This design comes from an exercise in tuning for small area and a short achievable clock period on the open sky130 flow, not from production work. Where RTL was checked, it was by simulation tests only, not by an equivalence proof against the original. No activity file was given, so power comes from the tool's default toggle rates.

Design sync_event_ctrl, start of the top module:
module sync_event_ctrl (
	input  logic                                  clk,
	input  logic                                  rst,
	input  logic                                  master_mode,
	input  logic                                  slave_mode,
	input  logic [4-1:0]               sync_rx_valid,
	input  logic [16-1:0]       sync_interval,
	input  logic [16-1:0]        sync_timeout,
	input  logic [32-1:0]          link_delay,
	input  logic [64-1:0]                sync_data,
	input  logic [8-1:0]                sync_ctrl,
	input  logic [4-1:0]               sync_wr,
	input  logic [4-1:0]               udp_rdy,
	output wire  [4*64-1:0]   udp_data,
	output wire  [4*8-1:0]   udp_ctrl,
	output wire  [4-1:0]               udp_wr,
	output logic [4-1:0]               sync_rdy,
	output logic [64-1:0]                local_clk_counter,
	output logic [64-1:0]                global_time,
	output logic                                  sync_state
);
For scale: roughly 3,300 cells after synthesis, ~670 flip-flops, ~36,000 um^2 of cells after synthesis.
Settings: LEC_CHECK=0, CAP_MARGIN=20, CORE_MARGIN=2, CORE_UTILIZATION=50, CTS_BUF_LIST=sky130_fd_sc_hd__clkbuf_8, CTS_CLUSTER_DIAMETER=60, CTS_CLUSTER_SIZE=12, PLACE_DENSITY=0.7, SETUP_SLACK_MARGIN=2.5, SLEW_MARGIN=20, TNS_END_PERCENT=10; clock period 5.5 ns.
standard.sh (not shown) runs the stock make flow with config.mk's settings and CLKGATE_MAP_FILE= SYNTH_SCRIPT=/design/flow/synth_recipe.tcl, a recipe that flattens the netlist after the stock synthesis.
==> flow/flow/run.sh <==
#!/bin/bash
# Standard ORFS layout, with the smallest buffer on every port instead of
# the one buffer_ports picks by itself.
set -euo pipefail
export BUFFER_PORTS_ARGS="-buffer_cell sky130_fd_sc_hd__buf_1"
bash standard.sh > standard.log 2>&1
Rerun with:
- CTS_BUF_LIST: sky130_fd_sc_hd__clkbuf_8 -> not set
- CTS_CLUSTER_DIAMETER: 60 -> 80
- CTS_CLUSTER_SIZE: 12 -> 20
- SETUP_SLACK_MARGIN: 2.5 -> 2.7
- TNS_END_PERCENT: 10 -> 30
After rerunning:
- clock power rises by about 7%
- fmax rises by about 5.6%
- via count rises by 0.57%
- sequential share of layout area falls by 1.2 points
- total power rises by 2.9%

========
Setup of job 3798:
Another version of the RTL of sync_event_ctrl (not shown whole).
Size in the first run: roughly 3200 cells after synthesis, roughly 660 flip-flops, about 580 I/O pins, roughly 35000 um2 of cells after synthesis.
==> flow/config.mk <==
export PLATFORM = sky130hd
export DESIGN_NAME = sync_event_ctrl
export DESIGN_NICKNAME = sync_event_ctrl
export VERILOG_FILES = /design/flow/design.v
export SDC_FILE = /design/flow/constraint.sdc
export NUM_CORES = 4
export LEC_CHECK = 0
export CAP_MARGIN = 20
export CORE_MARGIN = 2
export CORE_UTILIZATION = 40
export SETUP_SLACK_MARGIN = 2.0
export SLEW_MARGIN = 20
==> flow/constraint.sdc <==
create_clock -name core_clock -period 5.5 [get_ports {clk}]
set_input_delay 1.1000 -clock core_clock [delete_from_list [all_inputs] [get_ports {clk}]]
set_output_delay 1.1000 -clock core_clock [all_outputs]
set_load 0.01 [all_outputs]
Scripts as last shown in full above: flow/flow/run.sh
Modified inputs, job 157 compared to job 3798
- changing SETUP_SLACK_MARGIN from 2.0 to 2.8
Results
Job 157 and job 3798 all finish clean.
Against job 3798 as the reference, job 157 delivers a lower minimum period implied by the final worst setup slack.
Critical path's slowest cell = sky130_fd_sc_hd__a311o_1: job 3798; critical path's slowest cell = sky130_fd_sc_hd__or4_4: job 157
Internal cell power (job 157 vs. job 3798) decreases slightly
In job 157, the number of global-route vias before repair came out 1543 above the value in job 3798.
When job 157 is measured against job 3798, its via count turns out 4.0% higher.
No functional check of the RTL was part of any run of this note.

========
## old
sync_event_ctrl, a different RTL version from the one above (not shown whole).
Size in the first run: ~670 flip-flops, ~0.036 sq mm of cells after synthesis.
Settings: LEC_CHECK=0, CAP_MARGIN=20, CORE_MARGIN=2, CORE_UTILIZATION=50, CTS_CLUSTER_DIAMETER=80, CTS_CLUSTER_SIZE=20, PLACE_DENSITY=0.7, SETUP_SLACK_MARGIN=2.5, SLEW_MARGIN=20; clock period 5.5 ns.
Scripts as last shown in full above: flow/flow/run.sh
old reached the final stage; the timing, DRC and antenna checks on its layout passed.
Here is what was changed in the inputs of new compared with old.
- SETUP_SLACK_MARGIN now 3.0, was 2.5
- TNS_END_PERCENT now 10, previously not set
==> notes.md <==
new ends up with lower final critical-path required period than old does.
Per the comparison of new with old, worst setup slack now larger, clock-buffer cell count now smaller.
Between old and new, the flow reports global-route wire length before repair increasing by a few percent.
[new] proportion of layout cells with a drive suffix above 1 rose 3.9 points relative to old
Delta (new minus old): register share of the cell area lower; final antenna diode count lower.
Compared to old, new leaves less free space in the core.
Looking at timing-limited maximum frequency, new sits 0.89% above old.

========
RTL: one of the versions met above, not the one the previous note started from.
Size: ~3,300 cells after synthesis, roughly 670 flip-flops, ~580 I/O pins, about 36,000 sq um of cells after synthesis.
// sync_event_ctrl
module sync_event_ctrl (
	input  logic                                  clk,
	input  logic                                  rst,
	input  logic                                  master_mode,
	input  logic                                  slave_mode,
	input  logic [4-1:0]               sync_rx_valid,
	input  logic [16-1:0]       sync_interval,
	input  logic [16-1:0]        sync_timeout,
	input  logic [32-1:0]          link_delay,
	input  logic [64-1:0]                sync_data,
	input  logic [8-1:0]                sync_ctrl,
	input  logic [4-1:0]               sync_wr,
	input  logic [4-1:0]               udp_rdy,
	output wire  [4*64-1:0]   udp_data,
	output wire  [4*8-1:0]   udp_ctrl,
	output wire  [4-1:0]               udp_wr,
	output logic [4-1:0]               sync_rdy,
	output logic [64-1:0]                local_clk_counter,
	output logic [64-1:0]                global_time,
	output logic                                  sync_state
);
	localparam logic [79:0] PORT_ID = 80'h0000_FF05_2345_6789_ABCD;
	localparam logic [47:0] MAC_DST = 48'h011B_1900_0000;
	localparam logic [47:0] MAC_SRC = 48'h3C97_0E0F_6857;
  ...
==> flow/config.mk <==
export PLATFORM = sky130hd
export DESIGN_NAME = sync_event_ctrl
export DESIGN_NICKNAME = sync_event_ctrl
export VERILOG_FILES = /design/flow/design.v
export SDC_FILE = /design/flow/constraint.sdc
export NUM_CORES = 4
export LEC_CHECK = 0
export CAP_MARGIN = 20
export CORE_MARGIN = 2
export CORE_UTILIZATION = 50
export CTS_CLUSTER_DIAMETER = 80
export CTS_CLUSTER_SIZE = 20
export PLACE_DENSITY = 0.7
export SETUP_SLACK_MARGIN = 2.9
export SLEW_MARGIN = 20
export TNS_END_PERCENT = 30
==> flow/constraint.sdc <==
create_clock -name core_clock -period 5.5 [get_ports {clk}]
set_input_delay 1.1000 -clock core_clock [delete_from_list [all_inputs] [get_ports {clk}]]
set_output_delay 1.1000 -clock core_clock [all_outputs]
set_load 0.01 [all_outputs]
Scripts as last shown in full above: flow/flow/run.sh
The baseline produced a clean layout.
Edit:
- SETUP_SLACK_MARGIN: 2.9 -> 2.5
- TNS_END_PERCENT: 30 -> 10
After rerunning: Wire length drops by 3.9%. Non-clock buffer count went down by 109. Global-route usage went down by 1.0 points. Synthesized cell count stays the same. Hold slack barely changes. Register-to-register slack is worse by 230 ps. Power came out lower by 1.4%. Sequential share of layout area rose by 2.4 points.
Edit:
- TNS_END_PERCENT: 10 -> 30
After rerunning:
- The new run completed without violations
- flip-flop and latch count does not change
- combinational power rises by about 1%
- routed wire length is about the same
- die area stays the same
- critical path depth falls by 7
- area after synthesis stays the same
- power stays flat

========
Setup of garnet:
The RTL this note starts from:
==> flow/design.v <==
`timescale 1ns/1ps
package sync_pkg;
	typedef logic [64-1:0]  data_word_t;
	typedef logic [8-1:0]  ctrl_byte_t;
	typedef logic [64-1:0]  time_t;
	typedef logic [4-1:0] port_mask_t;  
	typedef enum logic [8-1:0] {
		CTRL_SOF  = 8'hFF,
		CTRL_BODY = 8'h00,
		CTRL_EOF  = 8'h01
	} ctrl_code_t;
	typedef enum logic [1:0] {
		RX_IDLE,
		RX_WAIT_SOF,
		RX_BODY,
		RX_DONE
	} rx_state_t;
	typedef enum logic {
		TX_IDLE,
		TX_SEND
	} tx_state_t;
endpackage
`timescale 1ns/1ps
module sync_event_ctrl (
	input  logic                                  clk,
	input  logic                                  rst,
	input  logic                                  master_mode,
	input  logic                                  slave_mode,
	input  logic [4-1:0]               sync_rx_valid,
	input  logic [16-1:0]       sync_interval,
	input  logic [16-1:0]        sync_timeout,
	input  logic [32-1:0]          link_delay,
	input  logic [64-1:0]                sync_data,
	input  logic [8-1:0]                sync_ctrl,
	input  logic [4-1:0]               sync_wr,
	input  logic [4-1:0]               udp_rdy,
	output wire  [4*64-1:0]   udp_data,
	output wire  [4*8-1:0]   udp_ctrl,
	output wire  [4-1:0]               udp_wr,
	output logic [4-1:0]               sync_rdy,
	output logic [64-1:0]                local_clk_counter,
	output logic [64-1:0]                global_time,
	output logic                                  sync_state
);
	localparam logic [79:0] PORT_ID = 80'h0000_FF05_2345_6789_ABCD;
	localparam logic [47:0] MAC_DST = 48'h011B_1900_0000;
	localparam logic [47:0] MAC_SRC = 48'h3C97_0E0F_6857;
	logic        m;
	assign m = master_mode;
	logic [6:0]                      us_cnt;
	logic                            us_wrap;
	logic [16-1:0] interval_cnt;
	logic [16-1:0]  timeout_cnt;
	logic                            sync_tick;
	logic                            rx_done;
	assign us_wrap = (us_cnt == 7'(125 - 1));
	always_ff @(posedge clk or posedge rst) begin
		if (rst) begin
			us_cnt       <= '0;
			interval_cnt <= '0;
			sync_tick    <= 1'b0;
		end else begin
			us_cnt <= us_wrap ? '0 : us_cnt + 1'b1;
			if (interval_cnt == sync_interval) begin
				interval_cnt <= '0;
				sync_tick    <= 1'b1;
			end else begin
				sync_tick <= 1'b0;
				if (us_wrap)
					interval_cnt <= interval_cnt + 1'b1;
			end
		end
	end
	always_ff @(posedge clk or posedge rst) begin
		if (rst)
			timeout_cnt <= '0;
		else if (rx_done || m)
			timeout_cnt <= '0;
		else if (slave_mode && sync_tick && timeout_cnt != sync_timeout)
			timeout_cnt <= timeout_cnt + 1'b1;
	end
	always_ff @(posedge clk or posedge rst) begin
		if (rst)
			sync_state <= 1'b0;
		else
			sync_state <= m || (slave_mode && (timeout_cnt < sync_timeout));
	end
	logic [4-1:0] ingress_port;
	logic [4-1:0] lowest_valid;
	logic                    grant_ok;
	logic                    rs_wait;    
	logic [8:1]              rs_body;    
	logic                    rs_done;
	logic                    rs_idle;
	logic                    rx_busy;
	logic                    word_valid;
	logic                    sof_hit;
	logic                    last_word;
	logic                    corr_add;   
	logic                    corr_fix;   
	logic [8:0]              tx_pos;     
	logic                    tx_busy;
	assign word_valid = |sync_wr;
	assign rx_busy    = (|rs_body) || rs_done;
	assign rs_idle    = !rs_wait && !rx_busy;
	assign sof_hit    = rs_wait && word_valid && (sync_ctrl == 8'hFF);
	assign last_word  = rs_body[8] && word_valid;
	assign rx_done    = rs_done;
	assign lowest_valid = sync_rx_valid & (~sync_rx_valid + 1'b1);
	assign grant_ok = slave_mode && !m && !rx_busy && !tx_busy &&
		(sync_rdy == '0) && (sync_rx_valid != '0);
	always_ff @(posedge clk or posedge rst) begin
		if (rst) begin
			sync_rdy     <= '0;
			ingress_port <= '0;
		end else if (grant_ok) begin
			sync_rdy     <= lowest_valid;
			ingress_port <= lowest_valid;
		end else if (last_word) begin
			sync_rdy <= '0;
		end
	end
	always_ff @(posedge clk or posedge rst) begin
		if (rst) begin
			rs_wait  <= 1'b0;
			rs_body  <= '0;
			rs_done  <= 1'b0;
			corr_add <= 1'b0;
		end else begin
			rs_wait    <= !m && (rs_idle || (rs_wait && !sof_hit));
			rs_body[1] <= !m && (sof_hit || (rs_body[1] && !word_valid));
			for (int k = 2; k <= 8; k++)
				rs_body[k] <= !m && (word_valid ? rs_body[k-1] : rs_body[k]);
			rs_done    <= !m && last_word;
			corr_add   <= rs_body[4] && word_valid;
		end
	end
	logic [63:0] hdr;
	logic [47:0] mac_dst;
	logic [47:0] mac_src;
	logic [63:0] corr;       
	logic [79:0] origin;
	logic [47:0] trailer;
	logic        m_start;
	assign m_start = sync_tick && m && !tx_busy;
	always_ff @(posedge clk) begin
		if (m ? m_start : sof_hit)
			hdr <= m ? local_clk_counter : sync_data;
		if (rs_body[1] && word_valid) begin
			mac_dst         <= sync_data[63:16];
			mac_src[47:32]  <= sync_data[15:0];
		end
		if (rs_body[2] && word_valid)
			mac_src[31:0] <= sync_data[63:32];
		if (rs_body[3] && word_valid)
			corr[63:48] <= sync_data[15:0];
		if (rs_body[4] && word_valid)
			corr[47:0] <= sync_data[63:16];
		if (corr_add || corr_fix)
			corr <= sum;
		if (rs_body[7] && word_valid)
			origin[79:16] <= sync_data;
		if (rs_body[8] && word_valid) begin
			origin[15:0] <= sync_data[63:48];
			trailer      <= sync_data[47:0];
		end
	end
	logic [32:0] ld_k;
	always_ff @(posedge clk)
		ld_k <= 33'(link_delay) + 33'(64'd5536);
	localparam logic [63:0] NEG_K = 64'd0 - 64'd5536;
	logic [63:0] add_b;
	logic [63:0] sum;
	logic [63:0] pg_p, pg_g, pp, gg;
	assign add_b = ({64{corr_add}} & 64'(ld_k)) | ({64{rx_done}} & origin[63:0]) |
		({64{corr_fix}} & NEG_K);
	always_comb begin
		pg_p = corr ^ add_b;
		pg_g = corr & add_b;
		pp = pg_p;
		gg = pg_g;
		for (int d = 1; d < 64; d = d * 2)
			for (int i = 2*d-1; i < 64; i = i + 2*d) begin
				gg[i] = gg[i] | (pp[i] & gg[i-d]);
				pp[i] = pp[i] & pp[i-d];
			end
		for (int d = 16; d >= 1; d = d / 2)
			for (int i = 3*d-1; i < 64; i = i + 2*d) begin
				gg[i] = gg[i] | (pp[i] & gg[i-d]);
				pp[i] = pp[i] & pp[i-d];
			end
		sum[0] = pg_p[0];
		for (int i = 1; i < 64; i++)
			sum[i] = pg_p[i] ^ gg[i-1];
	end
	logic [63:0] cnt_inc;
	logic [60:0] gt_inc;
	logic [63:0] ca;
	logic [60:0] ta;
	always_comb begin
		ca = local_clk_counter;
		for (int d = 1; d < 64; d = d * 2)
			for (int i = 2*d-1; i < 64; i = i + 2*d)
				ca[i] = ca[i] & ca[i-d];
		for (int d = 16; d >= 1; d = d / 2)
			for (int i = 3*d-1; i < 64; i = i + 2*d)
				ca[i] = ca[i] & ca[i-d];
		cnt_inc[0] = !local_clk_counter[0];
		for (int i = 1; i < 64; i++)
			cnt_inc[i] = local_clk_counter[i] ^ ca[i-1];
		ta = global_time[63:3];
		for (int d = 1; d < 61; d = d * 2)
			for (int i = 2*d-1; i < 61; i = i + 2*d)
				ta[i] = ta[i] & ta[i-d];
		for (int d = 16; d >= 1; d = d / 2)
			for (int i = 3*d-1; i < 61; i = i + 2*d)
				ta[i] = ta[i] & ta[i-d];
		gt_inc[0] = !global_time[3];
		for (int i = 1; i < 61; i++)
			gt_inc[i] = global_time[i+3] ^ ta[i-1];
	end
	always_ff @(posedge clk or posedge rst) begin
		if (rst)
			local_clk_counter <= '0;
		else
			local_clk_counter <= cnt_inc;
	end
	always_ff @(posedge clk or posedge rst) begin
		if (rst)
			global_time <= '0;
		else if (rx_done)
			global_time <= sum;
		else
			global_time[63:3] <= gt_inc;
	end
	logic        start;
	logic [63:0] w [0:8];
	logic [63:0] tx_data;
	logic [63:0] od;
	logic        oc_sof;
	logic        oc_end;
	logic [4-1:0] ow;
	assign start   = rx_done || m_start;
	assign corr_fix = tx_pos[0];
	assign tx_busy = |tx_pos;
	always_ff @(posedge clk or posedge rst) begin
		if (rst)
			tx_pos <= '0;
		else
			tx_pos <= {tx_pos[7:0], start};
	end
	assign w[0] = hdr;
	assign w[1] = m ? {MAC_DST, MAC_SRC[47:32]} : {mac_dst, mac_src[47:32]};
	assign w[2] = {m ? MAC_SRC[31:0] : mac_src[31:0], 16'h88F7, 12'h000, 4'h2};
	assign w[3] = {16'h002C, 8'h00, 8'h00, 16'h0000, m ? 16'h0 : corr[63:48]};
	assign w[4] = {m ? 48'h0 : corr[47:0], 16'h0000};
	assign w[5] = {16'h0000, PORT_ID[79:32]};
	assign w[6] = {PORT_ID[31:0], 16'h0000, 8'h00, 8'h7F};
	assign w[7] = m ? {16'h0, hdr[60:13]} : origin[79:16];
	assign w[8] = m ? {hdr[12:0], 3'b000, 48'h0} : {origin[15:0], trailer};
	always_comb begin
		tx_data = '0;
		for (int k = 0; k <= 8; k++)
			tx_data = tx_data | ({64{tx_pos[k]}} & w[k]);
	end
	always_ff @(posedge clk) begin
		od     <= tx_data;
		oc_sof <= tx_pos[0];
		oc_end <= tx_pos[0] || tx_pos[8];
	end
	always_ff @(posedge clk or posedge rst) begin
		if (rst)
			ow <= '0;
		else
			for (int p = 0; p < 4; p++)
				ow[p] <= tx_busy && udp_rdy[p] && (m || (slave_mode && !ingress_port[p]));
	end
	for (genvar p = 0; p < 4; p++) begin : g_port
		assign udp_data[p*64 +: 64] = od;
		assign udp_ctrl[p*8 +: 8] = {{7{oc_sof}}, oc_end};
		assign udp_wr[p] = ow[p];
	end
endmodule
clock: 5.5 ns
lec_check: 0
cap_margin: 20
core_margin: 2
core_utilization: 40
setup_slack_margin: 2.0
slew_margin: 20
Scripts as last shown in full above: flow/flow/run.sh
Here is what was changed in the inputs of yarrow compared with garnet.
==> flow/run.sh (new file) <==
#!/bin/bash
# synth_recipe.tcl (not shown) runs the flow's synth.tcl, then flattens the netlist and writes it again
# the make line also repeats each setting of config.mk as NAME=value (left out here)
make -C /OpenROAD-flow-scripts/flow DESIGN_CONFIG=/design/flow/config.mk WORK_HOME=/design/flow/orfs CLKGATE_MAP_FILE= SYNTH_SCRIPT=/design/flow/synth_recipe.tcl finish
removed: flow/flow/run.sh
removed: flow/standard.sh
### Flow results
yarrow completed every stage of the flow, and the final layout passed the timing, DRC and antenna checks.
On number of search-and-repair iterations in the first detailed-routing pass: yarrow sits above garnet.
What garnet reported for reported clock group power has to be multiplied by 0.931 to get the figure for yarrow.
garnet reports its most common cell after layout, fill and taps aside as sky130_fd_sc_hd__buf_1 while yarrow reports sky130_fd_sc_hd__clkdlybuf4s50_1.
Changes observed in yarrow relative to garnet: peak clock frequency supported by timing decreased about 0.33%; post-route fraction of the period consumed by the critical path increased by 0.25 points relative to the old numbers.
Portion of the post-synthesis area used by sequential elements: yarrow vs garnet identical
On layout filler cell count: yarrow sits below garnet.
Cmp yarrow vs garnet: final critical-path setup slack lower in yarrow
Diff garnet -> yarrow: fraction of area in multi-input gates lower, power density of the placed cells lower.
Function was not checked in any run of this note: the RTL went through the layout flow alone.

afterwards: timing with drivers on the ports:
In the flow no input, the clock included, has a driving cell. The finished layouts below were timed again as built, in two steps. Step 1: set_driving_cell puts a clkbuf_16 on clk and a buf_2 on each other input, an assumption about the parent block. Step 2 moves the port delays by t, midway between the first and last clock arrival at a register: inputs arrive t later, outputs are due t later. That takes back most of the time a late clock gives input paths. Slacks: ideal / step 1 / step 2; pairs: ideal / step 1.
run	t (ns)	setup slack, ns	worst setup path at the end	clock arrival spread, ns	worst data-port slew with drivers (ns)
the first run of note 1	0.738	2.426 / 2.448 / 1.734	input to register	0.040 / 0.040	0.14
the second run of note 1	0.679	2.589 / 2.589 / 1.972	input to register	0.027 / 0.027	0.14
job 3798	0.697	2.053 / 2.053 / 1.932	input to register	0.040 / 0.040	0.11
job 157	0.705	2.138 / 2.138 / 2.138	register to register	0.040 / 0.040	0.12
old	0.676	2.413 / 2.413 / 1.793	input to register	0.024 / 0.024	0.10
new	0.680	2.441 / 2.441 / 1.823	input to register	0.040 / 0.040	0.14
the first run of note 4	0.677	2.648 / 2.648 / 2.050	input to register	0.022 / 0.021	0.13
the second run of note 4	0.675	2.420 / 2.420 / 1.813	input to register	0.022 / 0.022	0.14
the third run of note 4	0.673	2.472 / 2.511 / 1.839	input to register	0.025 / 0.025	0.14
garnet	0.694	1.291 / 1.291 / 1.291	register to register	0.029 / 0.030	0.09
yarrow	0.681	1.277 / 1.277 / 1.277	register to register	0.027 / 0.027	0.09
After both steps setup and hold are still met in every run listed. For the first run of note 1, which loses most, drivers alone change the setup slack by +0.022 ns; drivers and shift together by -0.692 ns.
